What follows belongs to an exercise in optimizing a design on an open flow for small area and a short achievable clock period; a production flow would make more cautious choices. Where RTL was checked, it was by simulation tests only, not by an equivalence proof against the original.

==> inputs of garnet <==
## mecanum_wheel_mixer_top
module mecanum_wheel_mixer_top (
  input  logic                    clk_i,
  input  logic                    rst_ni,
  input  logic                    start,
  output logic                    busy,
  input  logic signed [CMD_W-1:0] strafe_cmd_i,
  input  logic signed [CMD_W-1:0] forward_cmd_i,
  input  logic signed [CMD_W-1:0] rotate_cmd_i,
  output logic                    done_o,
  output logic signed [OUT_W-1:0] front_left_power_o,
  output logic signed [OUT_W-1:0] front_right_power_o,
  output logic signed [OUT_W-1:0] back_left_power_o,
  output logic signed [OUT_W-1:0] back_right_power_o,
  input  logic                    psel,
  input  logic                    penable,
  input  logic                    pwrite,
  input  logic [APB_AW-1:0]       paddr,
  input  logic [APB_DW-1:0]       pwdata,
  output logic [APB_DW-1:0]       prdata,
  output logic                    pready
);
  localparam int             NSTEP = QW / 2;
  localparam logic [NSTEP-2:0] CUT  = 3'b111;
  localparam int             CUTN  = 1;
  localparam logic [NSTEP-1:0] FAST = 4'b0111;
  localparam int             NV    = 5 + CUTN + int'(CUT[0]) + int'(CUT[1]) + int'(CUT[2]);
  logic            busy_q;
  logic [MP_W-1:0] min_power;
  logic [NV-1:0]   v_q;
  always_ff @(posedge clk_i or negedge rst_ni) begin
    if (!rst_ni) begin
      busy_q <= 1'b1;
      v_q    <= '0;
    end else begin
      busy_q <= 1'b0;
      v_q    <= {v_q[NV-2:0], start && !busy_q};
    end
  end
  assign busy   = busy_q;
  assign done_o = v_q[NV-1];
  mwm_apb u_apb (
    .clk_i       (clk_i),
    .rst_ni      (rst_ni),
    .psel        (psel),
    .penable     (penable),
    .pwrite      (pwrite),
    .paddr       (paddr),
    .pwdata      (pwdata),
    .prdata      (prdata),
    .pready      (pready),
    .min_power_o (min_power)
  );
  logic [DL-1:0][MAG_W-1:0] mag, mag_q;
  logic [LANES-1:0]         neg, neg_q;
  ...
export LEC_CHECK = 0
export CAP_MARGIN = 20
export CORE_MARGIN = 2
export CORE_UTILIZATION = 60
export PLACE_DENSITY = 0.75
export SETUP_SLACK_MARGIN = 4.6
export SLEW_MARGIN = 20
create_clock -name core_clock -period 8.5 [get_ports {clk_i}]
run.sh (not shown) runs the stock make flow with config.mk's settings and CLKGATE_MAP_FILE= SYNTH_SCRIPT=/design/flow/synth_recipe.tcl, a recipe that flattens the netlist after the stock synthesis.
==> indigo: changes against garnet <==
--- a/flow/design.v
+++ b/flow/design.v
@@ -77,64 +77,66 @@
   output logic [DL-1:0][MAG_W-1:0]    mag_o,    
   output logic [LANES-1:0]            neg_o,    
   output logic [MAG_W-1:0]            top_o,    
   output logic                        tp1_o,    
   output logic                        tfirst_o  
 );
-  logic [CMD_W-1:0]        ax, az;
+  logic signed [MAG_W-1:0] xs, zs, s, d;
+  logic                    tp1;
   logic signed [CMD_W-1:0] y_q;
-  logic signed [MAG_W-1:0] s_q, d_q;
-  logic [MAG_W-1:0]        e_q;
+  logic signed [MAG_W-1:0] v_q, w_q;
   logic                    tp1_q;
   always_comb begin
-    ax = strafe_i[CMD_W-1] ? CMD_W'(-strafe_i) : CMD_W'(strafe_i);
-    az = rotate_i[CMD_W-1] ? CMD_W'(-rotate_i) : CMD_W'(rotate_i);
+    xs  = MAG_W'(strafe_i);
+    zs  = MAG_W'(rotate_i);
+    s   = xs + zs;
+    d   = xs - zs;
+    tp1 = (strafe_i == '0) || (rotate_i == '0) ||
+          (strafe_i[CMD_W-1] == rotate_i[CMD_W-1]);
   end
   always_ff @(posedge clk_i) begin
     y_q   <= forward_i;
-    s_q   <= MAG_W'(strafe_i) + MAG_W'(rotate_i);
-    d_q   <= MAG_W'(strafe_i) - MAG_W'(rotate_i);
-    e_q   <= MAG_W'(ax) + MAG_W'(az);
-    tp1_q <= (strafe_i == '0) || (rotate_i == '0) ||
-             (strafe_i[CMD_W-1] == rotate_i[CMD_W-1]);
-  end
-  logic signed [PWR_W-1:0]     y, s, d;
-  logic [LANES-1:0][PWR_W-1:0] p;
-  logic [LANES-1:0][MAG_W-1:0] mag;
-  logic [CMD_W-1:0]            ay;
-  logic [MAG_W-1:0]            top;
-  logic                        f1, f2;
+    v_q   <= tp1 ? d : s;
+    w_q   <= tp1 ? s : d;
+    tp1_q <= tp1;
+  end
+  logic signed [PWR_W-1:0] y, pa, pb;
+  logic [MAG_W-1:0]        e;
+  logic [CMD_W-1:0]        ay;
+  logic [PWR_W-1:0]        df;
+  logic                    ge, sy, sw, negp, negm, na, nb;
   always_comb begin
-    y = PWR_W'(y_q);
-    s = PWR_W'(s_q);
-    d = PWR_W'(d_q);
-    p[LANE_FL] = y + s;
-    p[LANE_FR] = y - s;
-    p[LANE_BL] = y - d;
-    p[LANE_BR] = y + d;
-    ay  = y_q[CMD_W-1] ? CMD_W'(-y_q) : CMD_W'(y_q);
-    top = MAG_W'(ay) + e_q;
-    top_o = top;
-    f1 = (y_q == '0) || (s_q == '0) || (y_q[CMD_W-1] == s_q[MAG_W-1]);
-    f2 = (y_q == '0) || (d_q == '0) || (y_q[CMD_W-1] == d_q[MAG_W-1]);
+    y  = PWR_W'(y_q);
+    pa = y + PWR_W'(v_q);
+    pb = y - PWR_W'(v_q);
+    na = pa[PWR_W-1];
+    nb = pb[PWR_W-1];
+    ay = y_q[CMD_W-1] ? CMD_W'(-y_q) : CMD_W'(y_q);
+    e  = w_q[MAG_W-1] ? MAG_W'(-w_q) : MAG_W'(w_q);    
+    top_o = MAG_W'(ay) + e;
+    df = PWR_W'(ay) - PWR_W'(e);
+    ge = !df[PWR_W-1];              
+    sy = y_q[CMD_W-1];
+    sw = w_q[MAG_W-1];
+    negp = ge ? sy : sw;            
+    negm = ge ? sy : !sw;           
+    mag_o[0] = ge ? MAG_W'(df) : MAG_W'(-df);
+    mag_o[1] = na ? MAG_W'(-pa) : MAG_W'(pa);
+    mag_o[2] = nb ? MAG_W'(-pb) : MAG_W'(pb);
     tp1_o    = tp1_q;
-    tfirst_o = tp1_q ? f1 : f2;
-  end
-  for (genvar l = 0; l < LANES; l++) begin : g_lane
-    assign neg_o[l] = p[l][PWR_W-1];
-    assign mag[l]   = neg_o[l] ? MAG_W'(-p[l]) : MAG_W'(p[l]);
-  end
-  always_comb begin
+    tfirst_o = (y_q == '0) || (w_q == '0) || (sy == sw);
     if (tp1_q) begin
-      mag_o[0] = f1 ? mag[LANE_FR] : mag[LANE_FL];
-      mag_o[1] = mag[LANE_BL];
-      mag_o[2] = mag[LANE_BR];
+      neg_o[LANE_FL] = negp;
+      neg_o[LANE_FR] = negm;
+      neg_o[LANE_BR] = na;
+      neg_o[LANE_BL] = nb;
     end else begin
-      mag_o[0] = f2 ? mag[LANE_BL] : mag[LANE_BR];
-      mag_o[1] = mag[LANE_FL];
-      mag_o[2] = mag[LANE_FR];
+      neg_o[LANE_BR] = negp;
+      neg_o[LANE_BL] = negm;
+      neg_o[LANE_FL] = na;
+      neg_o[LANE_FR] = nb;
     end
   end
 endmodule
 `default_nettype wire
 `timescale 1ns / 1ps
 `default_nettype none
@@ -184,16 +186,13 @@
 `default_nettype none
 import mwm_pkg::*;
 module mwm_dband (
   input  logic [QW-1:0]   a_i,
   input  logic [MP_W-1:0] span_i,    
   input  logic [MP_W+1:0] span3_i,   
-  output logic [QW-1:0]   lo_o,      
-  output logic            c8_o,      
-  output logic [QW-1:0]   hs_o,      
-  output logic [QW-1:0]   hc_o
+  output logic [15:0]     n_o
 );
   logic [3:0][MP_W+1:0] pp;
   logic [15:0]          r0, r1, r2, s1, c1, s2, c2;
   always_comb begin
     for (int k = 0; k < 4; k++) begin
       case (a_i[2*k +: 2])
@@ -208,15 +207,13 @@
     r2  = 16'(pp[2]) << 4;
     s1  = r0 ^ r1 ^ r2;
     c1  = ((r0 & r1) | (r0 & r2) | (r1 & r2)) << 1;
     r2  = 16'(pp[3]) << 6;
     s2  = s1 ^ c1 ^ r2;
     c2  = ((s1 & c1) | (s1 & r2) | (c1 & r2)) << 1;
-    {c8_o, lo_o} = 9'(s2[7:0]) + 9'(c2[7:0]);
-    hs_o = s2[15:8];
-    hc_o = c2[15:8];
+    n_o = s2 + c2;
   end
 endmodule
 `default_nettype wire
 `timescale 1ns / 1ps
 `default_nettype none
 import mwm_pkg::*;
@@ -365,73 +362,66 @@
     end
     {qn_d, qp1, qfirst} = sb[NSTEP-1];
     qt = dv[NSTEP-1][QW-1:0] | {QW{|dv[NSTEP-1][MAG_W-1:QW]}};
     if (qp1) begin
       q_d[LANE_FL] = qfirst ? qt : qd[0];
       q_d[LANE_FR] = qfirst ? qd[0] : qt;
-      q_d[LANE_BL] = qd[1];
-      q_d[LANE_BR] = qd[2];
+      q_d[LANE_BR] = qd[1];
+      q_d[LANE_BL] = qd[2];
     end else begin
+      q_d[LANE_BR] = qfirst ? qt : qd[0];
+      q_d[LANE_BL] = qfirst ? qd[0] : qt;
       q_d[LANE_FL] = qd[1];
       q_d[LANE_FR] = qd[2];
-      q_d[LANE_BL] = qfirst ? qd[0] : qt;
-      q_d[LANE_BR] = qfirst ? qt : qd[0];
     end
   end
   always_ff @(posedge clk_i) begin
     q    <= q_d;
     qneg <= qn_d;
   end
   logic [MP_W-1:0] span;
   logic [MP_W+1:0] span3_q;
   assign span = ~min_power;
   always_ff @(posedge clk_i) begin
     span3_q <= (MP_W+2)'({span, 1'b0}) + (MP_W+2)'(span);
   end
-  logic [LANES-1:0][QW-1:0] lo_d, lo_q, hs_d, hs_q, hc_d, hc_q;
-  logic [LANES-1:0]         c8_d, c8_q, nneg_q, nnz_q;
+  logic [LANES-1:0][15:0] n_d, n_q;
+  logic [LANES-1:0]       nneg_q, nnz_q;
   for (genvar l = 0; l < LANES; l++) begin : g_db
     mwm_dband u_db (
       .a_i     (q[l]),
       .span_i  (span),
       .span3_i (span3_q),
-      .lo_o    (lo_d[l]),
-      .c8_o    (c8_d[l]),
-      .hs_o    (hs_d[l]),
-      .hc_o    (hc_d[l])
+      .n_o     (n_d[l])
     );
   end
   always_ff @(posedge clk_i) begin
-    lo_q   <= lo_d;
-    c8_q   <= c8_d;
-    hs_q   <= hs_d;
-    hc_q   <= hc_d;
+    n_q    <= n_d;
     nneg_q <= qneg;
     for (int l = 0; l < LANES; l++) begin
       nnz_q[l] <= (q[l] != '0);
     end
   end
   logic [MP_W-1:0]             mm_pos, mm_neg;
   logic [LANES-1:0][QW-1:0]    hi;
   logic [LANES-1:0][8:0]       u;
-  logic [LANES-1:0][QW-1:0]    t0, t1;
+  logic [LANES-1:0][QW-1:0]    t;
   logic [LANES-1:0][OUT_W-1:0] pwr_d, pwr;
   assign mm_pos = min_power;
   assign mm_neg = (min_power == 8'hff) ? 8'hfe : min_power;
   always_comb begin
     for (int l = 0; l < LANES; l++) begin
-      hi[l] = hs_q[l] + hc_q[l] + QW'(c8_q[l]);
-      u[l]  = 9'(hi[l]) + 9'(lo_q[l]) + 9'(!nneg_q[l]);
-      t0[l] = (nneg_q[l] ? mm_neg : mm_pos) + hi[l];
-      t1[l] = (nneg_q[l] ? mm_neg : mm_pos) + hi[l] + 8'd1;
+      hi[l] = n_q[l][15:8];
+      u[l]  = 9'(hi[l]) + 9'(n_q[l][7:0]) + 9'(!nneg_q[l]);
+      t[l] = (nneg_q[l] ? mm_neg : mm_pos) + hi[l] + QW'(u[l][8]);
       if (!nnz_q[l]) begin
         pwr_d[l] = '0;
       end else if (nneg_q[l]) begin
-        pwr_d[l] = {1'b1, ~(u[l][8] ? t1[l] : t0[l])};
+        pwr_d[l] = {1'b1, ~t[l]};
       end else begin
-        pwr_d[l] = {1'b0, u[l][8] ? t1[l] : t0[l]};
+        pwr_d[l] = {1'b0, t[l]};
       end
     end
   end
   always_ff @(posedge clk_i) begin
     pwr <= pwr_d;
   end
--- a/flow/config.mk
+++ b/flow/config.mk
@@ -5,9 +5,11 @@
 export SDC_FILE = /design/flow/constraint.sdc
 export NUM_CORES = 4
 export LEC_CHECK = 0
 export CAP_MARGIN = 20
 export CORE_MARGIN = 2
 export CORE_UTILIZATION = 60
+export CTS_CLUSTER_DIAMETER = 80
+export CTS_CLUSTER_SIZE = 35
 export PLACE_DENSITY = 0.75
-export SETUP_SLACK_MARGIN = 4.6
+export SETUP_SLACK_MARGIN = 4.75
 export SLEW_MARGIN = 20
==> sierra: changes against garnet <==
--- a/flow/design.v
+++ b/flow/design.v
@@ -73,13 +73,14 @@
   input  logic                        clk_i,
   input  logic signed [CMD_W-1:0]     strafe_i,
   input  logic signed [CMD_W-1:0]     forward_i,
   input  logic signed [CMD_W-1:0]     rotate_i,
   output logic [DL-1:0][MAG_W-1:0]    mag_o,    
   output logic [LANES-1:0]            neg_o,    
-  output logic [MAG_W-1:0]            top_o,    
+  output logic [MAG_W-1:0]            dvs_o,    
+  output logic [QW-1:0]               qtop_o,   
   output logic                        tp1_o,    
   output logic                        tfirst_o  
 );
   logic [CMD_W-1:0]        ax, az;
   logic signed [CMD_W-1:0] y_q;
   logic signed [MAG_W-1:0] s_q, d_q;
@@ -110,13 +111,14 @@
     p[LANE_FL] = y + s;
     p[LANE_FR] = y - s;
     p[LANE_BL] = y - d;
     p[LANE_BR] = y + d;
     ay  = y_q[CMD_W-1] ? CMD_W'(-y_q) : CMD_W'(y_q);
     top = MAG_W'(ay) + e_q;
-    top_o = top;
+    dvs_o  = (top > MAG_W'(OUT_LIMIT)) ? top : MAG_W'(OUT_LIMIT);
+    qtop_o = (top > MAG_W'(OUT_LIMIT)) ? QW'(OUT_LIMIT) : QW'(top);
     f1 = (y_q == '0) || (s_q == '0) || (y_q[CMD_W-1] == s_q[MAG_W-1]);
     f2 = (y_q == '0) || (d_q == '0) || (y_q[CMD_W-1] == d_q[MAG_W-1]);
     tp1_o    = tp1_q;
     tfirst_o = tp1_q ? f1 : f2;
   end
   for (genvar l = 0; l < LANES; l++) begin : g_lane
@@ -271,69 +273,66 @@
     .prdata      (prdata),
     .pready      (pready),
     .min_power_o (min_power)
   );
   logic [DL-1:0][MAG_W-1:0] mag, mag_q;
   logic [LANES-1:0]         neg, neg_q;
-  logic [MAG_W-1:0]         top, top_q;
+  logic [MAG_W-1:0]         dvs, dvs_q;
+  logic [QW-1:0]            qtop, qtop_q;
   logic                     tp1, tp1_q, tfirst, tfirst_q;
   mwm_mix u_mix (
     .clk_i    (clk_i),
     .strafe_i (strafe_cmd_i),
     .forward_i(forward_cmd_i),
     .rotate_i (rotate_cmd_i),
     .mag_o    (mag),
     .neg_o    (neg),
-    .top_o    (top),
+    .dvs_o    (dvs),
+    .qtop_o   (qtop),
     .tp1_o    (tp1),
     .tfirst_o (tfirst)
   );
   always_ff @(posedge clk_i) begin
     mag_q    <= mag;
     neg_q    <= neg;
-    top_q    <= top;
+    dvs_q    <= dvs;
+    qtop_q   <= qtop;
     tp1_q    <= tp1;
     tfirst_q <= tfirst;
   end
-  localparam int SB_W = LANES + 2;
+  localparam int SB_W = LANES + QW + 2;
   logic [NSTEP-1:0][DL-1:0][DW-1:0] w;
   logic [NSTEP-1:0][MAG_W-1:0]      dv;
   logic [NSTEP-1:0][D3_W-1:0]       dv3;
   logic [NSTEP-1:0][SB_W-1:0]       sb;
   logic [NSTEP-1:0][DL-1:0][DW-1:0] w_d;
   logic [DL-1:0][DW-1:0] w0;
   logic [D3_W-1:0]       d3;
-  logic [NSTEP-1:0][MAG_W-1:0] dve;
-  logic [MAG_W-1:0]            dve0;
-  assign dve0 = {top_q[MAG_W-1:QW], top_q[QW-1:0] | {QW{!(|top_q[MAG_W-1:QW])}}};
-  for (genvar k = 0; k < NSTEP; k++) begin : g_dve
-    assign dve[k] = {dv[k][MAG_W-1:QW], dv[k][QW-1:0] | {QW{!(|dv[k][MAG_W-1:QW])}}};
-  end
   always_comb begin
     for (int l = 0; l < DL; l++) begin
       w0[l] = (DW'(mag_q[l]) << 8) - DW'(mag_q[l]);
     end
-    d3 = (D3_W'(dve0) << 1) + D3_W'(dve0);
+    d3 = (D3_W'(dvs_q) << 1) + D3_W'(dvs_q);
   end
   if (CUTN != 0) begin : g_cutn
     always_ff @(posedge clk_i) begin
       w[0]   <= w0;
-      dv[0]  <= top_q;
+      dv[0]  <= dvs_q;
       dv3[0] <= d3;
-      sb[0]  <= {neg_q, tp1_q, tfirst_q};
+      sb[0]  <= {neg_q, qtop_q, tp1_q, tfirst_q};
     end
   end else begin : g_nocutn
     assign w[0]   = w0;
-    assign dv[0]  = top_q;
+    assign dv[0]  = dvs_q;
     assign dv3[0] = d3;
-    assign sb[0]  = {neg_q, tp1_q, tfirst_q};
+    assign sb[0]  = {neg_q, qtop_q, tp1_q, tfirst_q};
   end
   for (genvar k = 0; k < NSTEP - 1; k++) begin : g_step
     mwm_div #(.FAST(FAST[k])) u_div (
       .w_i    (w[k]),
-      .dvs_i  (dve[k]),
+      .dvs_i  (dv[k]),
       .dvs3_i (dv3[k]),
       .w_o    (w_d[k])
     );
     if (CUT[k]) begin : g_reg
       always_ff @(posedge clk_i) begin
         w[k+1]   <= w_d[k];
@@ -347,27 +346,26 @@
       assign dv3[k+1] = dv3[k];
       assign sb[k+1]  = sb[k];
     end
   end
   mwm_div #(.FAST(FAST[NSTEP-1])) u_div_last (
     .w_i    (w[NSTEP-1]),
-    .dvs_i  (dve[NSTEP-1]),
+    .dvs_i  (dv[NSTEP-1]),
     .dvs3_i (dv3[NSTEP-1]),
     .w_o    (w_d[NSTEP-1])
   );
   logic [DL-1:0][QW-1:0]    qd;
   logic [LANES-1:0][QW-1:0] q_d, q;
   logic [LANES-1:0]         qn_d, qneg;
   logic [QW-1:0]            qt;
   logic                     qp1, qfirst;
   always_comb begin
     for (int l = 0; l < DL; l++) begin
       qd[l] = w_d[NSTEP-1][l][QW-1:0];
     end
-    {qn_d, qp1, qfirst} = sb[NSTEP-1];
-    qt = dv[NSTEP-1][QW-1:0] | {QW{|dv[NSTEP-1][MAG_W-1:QW]}};
+    {qn_d, qt, qp1, qfirst} = sb[NSTEP-1];
     if (qp1) begin
       q_d[LANE_FL] = qfirst ? qt : qd[0];
       q_d[LANE_FR] = qfirst ? qd[0] : qt;
       q_d[LANE_BL] = qd[1];
       q_d[LANE_BR] = qd[2];
     end else begin
==> flow/config.mk (replaced) <==
export PLATFORM = sky130hd
export DESIGN_NAME = mecanum_wheel_mixer_top
export DESIGN_NICKNAME = mecanum_wheel_mixer_top
export VERILOG_FILES = /design/flow/design.v
export SDC_FILE = /design/flow/constraint.sdc
export NUM_CORES = 4
export LEC_CHECK = 0
export CAP_MARGIN = 20
export CORE_MARGIN = 2
export CORE_UTILIZATION = 40
export SETUP_SLACK_MARGIN = 4.8
export SLEW_MARGIN = 20
==> summary.txt <==
- Sequential share of layout area: indigo < garnet < sierra.
- Fmax: garnet is lower than indigo (about 2.7%).
- Synthesized area: sierra is higher than garnet (about 0.8%).
- Flip-flop and latch count, highest first: sierra, garnet, indigo.
Function not checked in garnet and sierra: the RTL went through the layout flow alone.

[port drivers added, routing unchanged]
The results above use ideal ports. As a check the final layouts listed here were re-extracted and re-timed, cells and wires unchanged.
Step 1 sets driving cells, clkbuf_16 on the clock port and buf_2 on the other inputs (assumed; they add their load-dependent delay and slew).
Step 2 adds t to the input delays and takes it off the output delays; t is the mean of the earliest and latest rising clock arrival at the registers after step 1. Input paths then give back, and output paths get back, about the clock's delay inside the block.
a / b / c = ideal / step 1 / step 2; a / b = the first two.
run	t (ns)	setup slack, ns	latest minus earliest clock arrival (ns)	worst register clock-pin slew, ns	pins driven straight from the clock port
garnet	0.685	4.630 / 4.608 / 4.174	0.024 / 0.024	0.07 / 0.07	1
indigo	0.693	4.734 / 4.703 / 4.302	0.031 / 0.031	0.12 / 0.12	1
sierra	0.693	4.660 / 4.570 / 4.329	0.021 / 0.021	0.06 / 0.06	1
After both steps setup and hold are still met in every run listed. For garnet, which loses most, drivers alone change the setup slack by -0.022 ns; drivers and shift together by -0.456 ns.
